From an optimization exercise on the open Yosys and OpenROAD flow, aimed at small area and a short achievable clock period; shortcuts taken in it are not production practice. The RTL was checked by simulation tests, not by an equivalence proof against the original design. Power and IR drop assume default switching activity.

==> design/flow/design.v <==
`default_nettype none
`timescale 1ns/1ps
package gmii_rx_pkg;
        typedef logic [9-1:0] frame_word_t;
        typedef logic [19-1:0]   rx_ts_t;
        typedef logic [0:0]                 port_id_t;
        typedef enum logic [2:0] {
                RD_IDLE    = 3'd0,
                RD_HEAD    = 3'd1,
                RD_TRAN    = 3'd2,
                RD_DISCARD = 3'd3,
                RD_UFLOW   = 3'd4
        } rd_state_e;
        typedef enum logic {
                MG_IDLE = 1'b0,
                MG_HOLD = 1'b1
        } mg_state_e;
        typedef struct packed {
                logic        wr;
                frame_word_t word;
                rx_ts_t      ts;
                logic        tail;
                logic        underflow;
        } rx_beat_s;
        typedef struct packed {
                port_id_t port;
                rx_beat_s beat;
        } mrg_beat_s;
endpackage
`default_nettype wire
`timescale 1ns/1ps
`default_nettype none
module gmii_rx_writer
(
        input  wire logic       i_clk,
        input  wire logic       i_rst_n,
        input  wire logic [7:0] i_rxd,
        input  wire logic       i_rx_dv,
        output logic            o_wr,
        output gmii_rx_pkg::frame_word_t     o_word
);
        localparam int MIN_LEN = 2;
        localparam int CW      = $clog2(MIN_LEN + 1);
        logic [7:0]    hold_byte;
        logic [CW-1:0] burst_cnt;
        logic          head;
        logic          tail;
        always_ff @(posedge i_clk) begin
                if (i_rx_dv) begin
                        hold_byte <= i_rxd;
                end
        end
        always_ff @(posedge i_clk or negedge i_rst_n) begin
                if (!i_rst_n) begin
                        burst_cnt <= '0;
                end else if (!i_rx_dv) begin
                        burst_cnt <= '0;
                end else if (burst_cnt != CW'(MIN_LEN)) begin
                        burst_cnt <= burst_cnt + 1'b1;
                end
        end
        assign head = (burst_cnt == CW'(1));
        assign tail = !i_rx_dv;
        assign o_wr   = (burst_cnt != '0) && (i_rx_dv || burst_cnt == CW'(MIN_LEN));
        assign o_word = {head | tail, hold_byte};
endmodule
`default_nettype wire
`timescale 1ns/1ps
`default_nettype none
module rx_fifo
#(
        parameter int DEPTH = 64
) (
        input  wire logic        i_clk,
        input  wire logic        i_rst_n,
        input  wire logic        i_wr,
        input  wire gmii_rx_pkg::frame_word_t i_word,
        input  wire logic        i_rd,
        output gmii_rx_pkg::frame_word_t      o_word,
        output logic             o_empty
);
        localparam int AW = $clog2(DEPTH);
        gmii_rx_pkg::frame_word_t mem [DEPTH];
        logic [AW:0] wptr;
        logic [AW:0] rptr;
        assign o_empty = (wptr == rptr);
        always_ff @(posedge i_clk) begin
                if (i_wr) begin
                        mem[wptr[AW-1:0]] <= i_word;
                end
        end
        always_ff @(posedge i_clk) begin
                if (i_rd && !o_empty) begin
                        o_word <= mem[rptr[AW-1:0]];
                end
        end
        always_ff @(posedge i_clk or negedge i_rst_n) begin
                if (!i_rst_n) begin
                        wptr <= '0;
                        rptr <= '0;
                end else begin
                        if (i_wr) begin
                                wptr <= wptr + 1'b1;
                        end
                        if (i_rd && !o_empty) begin
                                rptr <= rptr + 1'b1;
                        end
                end
        end
endmodule
`default_nettype wire
`timescale 1ns/1ps
`default_nettype none
module gmii_rx_reader
(
        input  wire logic        i_clk,
        input  wire logic        i_rst_n,
        input  wire gmii_rx_pkg::frame_word_t i_word,
        input  wire logic        i_empty,
        input  wire gmii_rx_pkg::rx_ts_t      i_timer,
        input  wire logic        i_grant,
        output logic             o_rd,
        output logic             o_req,
        output gmii_rx_pkg::rx_beat_s         o_beat
);
        localparam int DLY = 3;
        localparam int CW  = $clog2(DLY + 1);
        localparam gmii_rx_pkg::frame_word_t UFLOW_WORD = {1'b1, {(9 - 1){1'b0}}};
        gmii_rx_pkg::rd_state_e     state;
        logic [CW-1:0] dly_cnt;
        logic          word_vld;
        logic          mark;
        assign mark  = i_word[9-1];
        assign o_req = (state == gmii_rx_pkg::RD_IDLE) && !i_empty;
        always_comb begin
                case (state)
                        gmii_rx_pkg::RD_IDLE: o_rd = i_grant && !i_empty && (dly_cnt == CW'(DLY - 1));
                        gmii_rx_pkg::RD_HEAD: o_rd = !i_empty;
                        gmii_rx_pkg::RD_TRAN, gmii_rx_pkg::RD_DISCARD, gmii_rx_pkg::RD_UFLOW: o_rd = !i_empty && !(word_vld && mark);
                        default: o_rd = 1'b0;
                endcase
        end
        always_ff @(posedge i_clk or negedge i_rst_n) begin
                if (!i_rst_n) begin
                        state    <= gmii_rx_pkg::RD_IDLE;
                        dly_cnt  <= '0;
                        word_vld <= 1'b0;
                        o_beat   <= '0;
                end else begin
                        word_vld <= o_rd;
                        o_beat   <= '0;
                        case (state)
                                gmii_rx_pkg::RD_IDLE: begin
                                        if (i_grant && !i_empty) begin
                                                if (dly_cnt == CW'(DLY - 1)) begin
                                                        dly_cnt <= '0;
                                                        state   <= gmii_rx_pkg::RD_HEAD;
                                                end else begin
                                                        dly_cnt <= dly_cnt + 1'b1;
                                                end
                                        end else begin
                                                dly_cnt <= '0;
                                        end
                                end
                                gmii_rx_pkg::RD_HEAD: begin
                                        if (word_vld && mark) begin
                                                o_beat.wr   <= 1'b1;
                                                o_beat.word <= i_word;
                                                o_beat.ts   <= i_timer;
                                                state       <= gmii_rx_pkg::RD_TRAN;
                                        end else begin
                                                state <= gmii_rx_pkg::RD_DISCARD;
                                        end
                                end
                                gmii_rx_pkg::RD_TRAN: begin
                                        o_beat.wr <= 1'b1;
                                        if (!word_vld) begin
                                                o_beat.word      <= UFLOW_WORD;
                                                o_beat.underflow <= 1'b1;
                                                state            <= gmii_rx_pkg::RD_UFLOW;
                                        end else begin
                                                o_beat.word <= i_word;
                                                if (mark) begin
                                                        o_beat.tail <= 1'b1;
                                                        state       <= gmii_rx_pkg::RD_IDLE;
                                                end
                                        end
                                end
                                gmii_rx_pkg::RD_DISCARD, gmii_rx_pkg::RD_UFLOW: begin
                                        if (word_vld && mark) begin
                                                state <= gmii_rx_pkg::RD_IDLE;
                                        end
                                end
                                default: state <= gmii_rx_pkg::RD_IDLE;
                        endcase
                end
        end
endmodule
`default_nettype wire
`timescale 1ns/1ps
`default_nettype none
module rx_frame_merge
(
        input  wire logic     i_clk,
        input  wire logic     i_rst_n,
        input  wire logic     i_req0,
        input  wire logic     i_req1,
        input  wire gmii_rx_pkg::rx_beat_s i_beat0,
        input  wire gmii_rx_pkg::rx_beat_s i_beat1,
        output logic          o_grant0,
        output logic          o_grant1,
        output gmii_rx_pkg::mrg_beat_s     o_out
);
        gmii_rx_pkg::mg_state_e state;
        gmii_rx_pkg::port_id_t  cur;
        gmii_rx_pkg::port_id_t  prio;
        gmii_rx_pkg::rx_beat_s  sel;
        assign sel      = (cur == 1'b1) ? i_beat1 : i_beat0;
        assign o_grant0 = (state == gmii_rx_pkg::MG_HOLD) && (cur == 1'b0);
        assign o_grant1 = (state == gmii_rx_pkg::MG_HOLD) && (cur == 1'b1);
        always_ff @(posedge i_clk or negedge i_rst_n) begin
                if (!i_rst_n) begin
                        state <= gmii_rx_pkg::MG_IDLE;
                        cur   <= '0;
                        prio  <= '0;
                        o_out <= '0;
                end else begin
                        o_out <= '0;
                        case (state)
                                gmii_rx_pkg::MG_IDLE: begin
                                        if (i_req0 || i_req1) begin
                                                state <= gmii_rx_pkg::MG_HOLD;
                                                if (i_req0 && i_req1) begin
                                                        cur <= prio;
                                                end else begin
                                                        cur <= i_req1;
                                                end
                                        end
                                end
                                gmii_rx_pkg::MG_HOLD: begin
                                        if (sel.wr) begin
                                                o_out <= {cur, sel};
                                        end
                                        if (sel.wr && (sel.tail || sel.underflow)) begin
                                                state <= gmii_rx_pkg::MG_IDLE;
                                                prio  <= ~cur;
                                        end
                                end
                                default: state <= gmii_rx_pkg::MG_IDLE;
                        endcase
                end
        end
endmodule
`default_nettype wire
`timescale 1ns/1ps
`default_nettype none
module gmii_rx_top
(
        input  wire logic       i_clk,
        input  wire logic       i_rst_n,
        input  wire logic [7:0] i_rxd0,
        input  wire logic       i_rx_dv0,
        input  wire logic [7:0] i_rxd1,
        input  wire logic       i_rx_dv1,
        input  wire logic [18:0] i_timer,
        output logic            o_port,
        output logic            o_wr,
        output logic [8:0]      o_word,
        output logic [18:0]     o_ts,
        output logic            o_tail,
        output logic            o_underflow
);
        gmii_rx_pkg::mrg_beat_s o_out;
        assign o_port      = o_out.port;
        assign o_wr        = o_out.beat.wr;
        assign o_word      = o_out.beat.word;
        assign o_ts        = o_out.beat.ts;
        assign o_tail      = o_out.beat.tail;
        assign o_underflow = o_out.beat.underflow;
        logic        wr0, empty0, rd0, req0, grant0;
        gmii_rx_pkg::frame_word_t wword0, rword0;
        gmii_rx_pkg::rx_beat_s    beat0;
        gmii_rx_writer u_writer0 (.i_clk, .i_rst_n, .i_rxd(i_rxd0), .i_rx_dv(i_rx_dv0),
                .o_wr(wr0), .o_word(wword0));
        rx_fifo u_fifo0 (.i_clk, .i_rst_n, .i_wr(wr0), .i_word(wword0), .i_rd(rd0),
                .o_word(rword0), .o_empty(empty0));
        gmii_rx_reader u_reader0 (.i_clk, .i_rst_n, .i_word(rword0), .i_empty(empty0),
                .i_timer, .i_grant(grant0), .o_rd(rd0), .o_req(req0), .o_beat(beat0));
        logic        wr1, empty1, rd1, req1, grant1;
        gmii_rx_pkg::frame_word_t wword1, rword1;
        gmii_rx_pkg::rx_beat_s    beat1;
        gmii_rx_writer u_writer1 (.i_clk, .i_rst_n, .i_rxd(i_rxd1), .i_rx_dv(i_rx_dv1),
                .o_wr(wr1), .o_word(wword1));
        rx_fifo u_fifo1 (.i_clk, .i_rst_n, .i_wr(wr1), .i_word(wword1), .i_rd(rd1),
                .o_word(rword1), .o_empty(empty1));
        gmii_rx_reader u_reader1 (.i_clk, .i_rst_n, .i_word(rword1), .i_empty(empty1),
                .i_timer, .i_grant(grant1), .o_rd(rd1), .o_req(req1), .o_beat(beat1));
        rx_frame_merge u_merge (.i_clk, .i_rst_n, .i_req0(req0), .i_req1(req1),
                .i_beat0(beat0), .i_beat1(beat1), .o_grant0(grant0), .o_grant1(grant1),
                .o_out);
endmodule
`default_nettype wire
==> design/flow/run.sh <==
#!/bin/bash
# synth_recipe.tcl (not shown) runs the flow's synth.tcl, then flattens the netlist and writes it again
# the make line also repeats each setting of config.mk as NAME=value (left out here)
make -C /OpenROAD-flow-scripts/flow DESIGN_CONFIG=/design/flow/config.mk WORK_HOME=/design/flow/orfs CLKGATE_MAP_FILE= SYNTH_SCRIPT=/design/flow/synth_recipe.tcl finish
==> design/flow/config.mk <==
export PLATFORM = sky130hd
export DESIGN_NAME = gmii_rx_top
export DESIGN_NICKNAME = gmii_rx_top
export VERILOG_FILES = /design/flow/design.v
export SDC_FILE = /design/flow/constraint.sdc
export NUM_CORES = 4
export LEC_CHECK = 0
export CAP_MARGIN = 20
export CORE_MARGIN = 2
export CORE_UTILIZATION = 40
export SLEW_MARGIN = 20
==> design/flow/constraint.sdc <==
create_clock -name core_clock -period 4.0 [get_ports {i_clk}]
set_input_delay 0.8000 -clock core_clock [delete_from_list [all_inputs] [get_ports {i_clk}]]
set_output_delay 0.8000 -clock core_clock [all_outputs]
set_load 0.01 [all_outputs]
==> impl_results.rst <==
.. list-table::
   :header-rows: 1

   * - Metric
     - Value
   * - Status
     - finished clean
   * - Met2 Routed Length
     - 60.98 mm
   * - Part of the power in registers
     - 42.7%
   * - Remaining antenna violation count after routing
     - 0
   * - Wire length reported by the detailed router
     - 124.4 mm
   * - Synth Flop Type
     - sky130_fd_sc_hd__edfxtp_1
   * - Root buf cell
     - sky130_fd_sc_hd__clkbuf_16
   * - Sequential cell area
     - 39160 um^2
   * - Unrepaired setup endpoints after global routing
     - false
   * - Ratio of cells with drive above 1 in the final layout
     - 22.15%
   * - Switching power total
     - 12660 uW
   * - # resized after CTS
     - 0
   * - HPWL after detailed placement
     - 77.95 mm
   * - Worst vdd ir
     - 0.3743 mV
   * - Final worst path period share
     - 87.21%
   * - Required time of the critical path
     - 4380 ps
   * - Critical Path End Type
     - flip-flop
   * - Total track usage
     - 18.91%
   * - Floorplan core area
     - 127800 um^2
   * - Slowest cell on the critical path
     - sky130_fd_sc_hd__dfrtp_4
   * - Number of antenna violations at the first check in global routing
     - 1
   * - Biggest area contributors in the synthesized netlist
     - sky130_fd_sc_hd__edfxtp_1, sky130_fd_sc_hd__mux4_2, sky130_fd_sc_hd__dfrtp_1
   * - Met3 wirelength from detailed routing
     - 9.442 mm
   * - Synthesized net count
     - 2674
   * - Cell Rows
     - 131
   * - Register bit total from synthesis
     - 1327
   * - Number of buffer and inverter stages on the critical path
     - 1
   * - Post-synthesis to final-layout area growth
     - 15.21%
   * - Commonest cells post-synth
     - sky130_fd_sc_hd__edfxtp_1, sky130_fd_sc_hd__mux4_2, sky130_fd_sc_hd__nor2_1, sky130_fd_sc_hd__dfrtp_1, sky130_fd_sc_hd__mux2i_1
   * - Non-filler cells, final
     - 4642
   * - DRC
     - 0
   * - Power density over the cells
     - 681.1 nW/um^2
   * - Max-cap violations
     - 0
   * - Synthesized instance count
     - 2627
   * - Clk pin slew, worst setup/hold paths
     - 60 ps
   * - WP data arrival
     - 3870 ps
   * - Uppermost layer routed
     - met4
   * - Worst slack after detailed placement
     - 418.9 ps
   * - Final antenna diode count
     - 0
   * - Number of distinct library cells after synthesis
     - 82
   * - Number of warnings issued by yosys
     - 4
   * - WL per Instance
     - 26.80 um
   * - Chain of cells forming the critical path
     - buf_4, mux4_1, a22o_1, a211oi_1, a311o_1, o311ai_0
   * - Comb pwr share
     - 26.3%
   * - Post-route met1 wirelength
     - 51.32 mm
   * - Hold Fails Final Rpt
     - 0
   * - Input/output buffers
     - 70
   * - Clock latency on the worst-skew pair
     - 770 ps
   * - Number of buffers created by CTS
     - 139
   * - Leak
     - 0.01974 uW
   * - TritonRoute pass-1 iters
     - 6
   * - Global-route wire length before repair
     - 182.8 mm
   * - Number of ports placed on the die boundary
     - 71
   * - Avg Cell Area, Syn
     - 19.63 um^2
   * - Library cell with the highest instance count after synthesis
     - sky130_fd_sc_hd__edfxtp_1
   * - Vias
     - 26.21k
   * - Tightest Pin Transition
     - 1077 ps
   * - Clock tree from TritonCTS
     - done
   * - Time the worst path needs with I/O delays and setup
     - 3488 ps
   * - Leftover overflow at the end of global routing
     - 0
   * - Die outline width
     - 363.1 um
   * - Hold bufs inserted after CTS
     - 0
   * - Worst stage delay on the critical path
     - 760 ps
   * - Switching share of power
     - 31.28%
   * - Buffers from clock root to sink, at most
     - 3
   * - TritonCTS sink count
     - 1327
   * - Count of final setup violators
     - 0
   * - H-tree depth
     - 4
   * - Min-Delay Path Class
     - in -> async
   * - Pin count of the biggest net entering global routing
     - 116
   * - Skew final
     - 58.64 ps
   * - Footprint of the multi-input gates
     - 11580 um^2
   * - Cell family with most CP delay
     - compound AO/OA/AOI/OAI gates
   * - Remaining max-slew budget at the tightest pin
     - 27.28%
   * - Total Neg Setup Slack
     - 0 ps
   * - Vias in the first global route
     - 26.67k
   * - Initial core utilization
     - 40.35%
   * - Post-CTS setup buffer count
     - 0
   * - Post-layout nets
     - 2915
   * - DRC marker count from the first detailed-route iteration
     - 3428
   * - Die area
     - 131800 um^2
   * - Share of the yosys chip area belonging to registers
     - 75.89%
   * - Synth async-reset ratio
     - 10.63%
   * - Top cell type's share of synthesized area
     - 69.05%
   * - Count of flip-flops with a built-in enable after synthesis
     - 1186
   * - Final RePlAce weighted congestion
     - 0.8416
   * - Highest clock rate
     - 286.7 MHz
   * - Flop-to-flop setup slack
     - 510 ps
   * - Worst path setup slack after routing
     - 511.7 ps
   * - Chip height
     - 363.1 um
   * - Via density
     - 5.647
   * - Syn Std Cell Area
     - 51580 um^2
   * - Share of power burned in the clock network
     - 31.0%
   * - Max Fanout on Critical Path
     - 23
   * - Post-layout util
     - 46.48%
   * - Number of fillers in the final layout
     - 10.65k
   * - Power Internal
     - 27820 uW
   * - Type of the worst setup path
     - reg -> reg
   * - CP startpoint kind
     - flip-flop
   * - Max-slew violation count
     - 0
   * - Library cell with the largest summed area after synthesis
     - sky130_fd_sc_hd__edfxtp_1
   * - Placed Cells incl. Taps
     - 4389
[final timing paths]
path                              startpoint                endpoint  cells after the start
setup / recovery             u_fifo0.rptr[0]       u_fifo0.o_word[2]                      6
hold / removal                       i_rst_n       u_merge.o_out[13]                      1
setup reg to reg             u_fifo0.rptr[0]       u_fifo0.o_word[2]                      6
hold reg to reg            u_fifo1.o_word[7]    u_reader1.o_beat[28]                      1
max in group asynchronous            i_rst_n  u_writer0.burst_cnt[0]                      2
min in group core_clock    u_fifo1.o_word[7]    u_reader1.o_beat[28]                      1
[state kept, by name, indices dropped and copies added (netlist names), 8 cells and up]
| register | count |
|---|---|
| u_fifo0.mem | 576 |
| u_fifo1.mem | 576 |
| u_merge.o_out | 32 |
| u_reader0.o_beat | 31 |
| u_reader1.o_beat | 31 |
| u_fifo0.o_word | 9 |
| u_fifo1.o_word | 9 |
| u_writer0.hold_byte | 8 |
| u_writer1.hold_byte | 8 |
[stage by stage]
stage                     power, uW  hold slack, ps  cell area (um^2)
final                         40480           142.9             59430
after detailed placement      28230           436.7             54970
after floorplan               24340           427.1             51580
after global placement        28060           431.0             54970
after global routing          42010           217.4             59430
after CTS                     40760           191.5             59420
[area by class of cell]
cell class,count,area share (%)
flip-flops and latches,1327,65.90
multi-input cells,1143,19.49
clock buffers,184,6.207
repair buffers,243,3.539
well taps,1662,3.499
clock inverters,69,1.278
inverters,14,0.08843
[power by group through the flow]
| stage | Sequential (uW) | Combinational (uW) | Clock [uW] |
|---|---|---|---|
| 4_1_cts | 17300 | 10700 | 12800 |
| 2_1_floorplan | 16700 | 7670 | 0 |
| 5_1_grt | 17400 | 11300 | 13400 |
| 6_report | 17300 | 10700 | 12500 |
| 3_3_place_gp | 17500 | 10500 | 0 |
| 3_5_place_dp | 17500 | 10700 | 0 |
[kinds of logic after synthesis]
logic type,share of synthesized area (%)
xor+xnor,0.6622
buf+inv,1.700
compound gates,3.015
flops,75.89
mux,13.90
simple gates,4.645
fa+ha+maj,0.1941
[layer usage]
metal,track usage (%),up-vias
met1,26.25,13780
met2,30.80,1181
met3,3.254,170
met4,5.451,0
li1,-,11090
met5,0,-
[cell usage in the layout (no fill, tap or decap), types with 34 or more instances in the layout]
cell type                         Yosys  layout
sky130_fd_sc_hd__edfxtp_1          1186    1186
sky130_fd_sc_hd__mux4_2             243     243
sky130_fd_sc_hd__nor2_1             205     204
sky130_fd_sc_hd__buf_4               23     165
sky130_fd_sc_hd__clkbuf_16            0     140
sky130_fd_sc_hd__dfrtp_1            141     133
sky130_fd_sc_hd__mux2i_1            121     121
sky130_fd_sc_hd__clkdlybuf4s50_1      0      69
sky130_fd_sc_hd__and2_1              64      64
sky130_fd_sc_hd__nand2_1             61      61
sky130_fd_sc_hd__clkbuf_1            51      42
sky130_fd_sc_hd__nand3_1             34      34

-- re-timing with driven ports --
No port has a modelled driver above. Below, the same layout with a new extraction and two added sets of constraints.
Step 1, drivers: a clkbuf_16 drives i_clk and a buf_2 each remaining input, both assumed.
Step 2 adds t to the input delays and takes it off the output delays; t is the mean of the earliest and latest rising clock arrival at the registers after step 1. Input paths then give back, and output paths get back, about the clock's delay inside the block.
Three values: ideal, step 1, step 2; two values: the first two.
shift t [ns]: 0.805
setup slack, ns: 0.512 / 0.512 / 0.410
worst setup path after step 2: input to register
latest minus earliest clock arrival (ns): 0.059 / 0.059
cell pins on the clock port's net: 1
After both steps setup and hold are still met in this run. For this run, drivers alone change the setup slack by 0.000 ns; drivers and shift together by -0.102 ns.
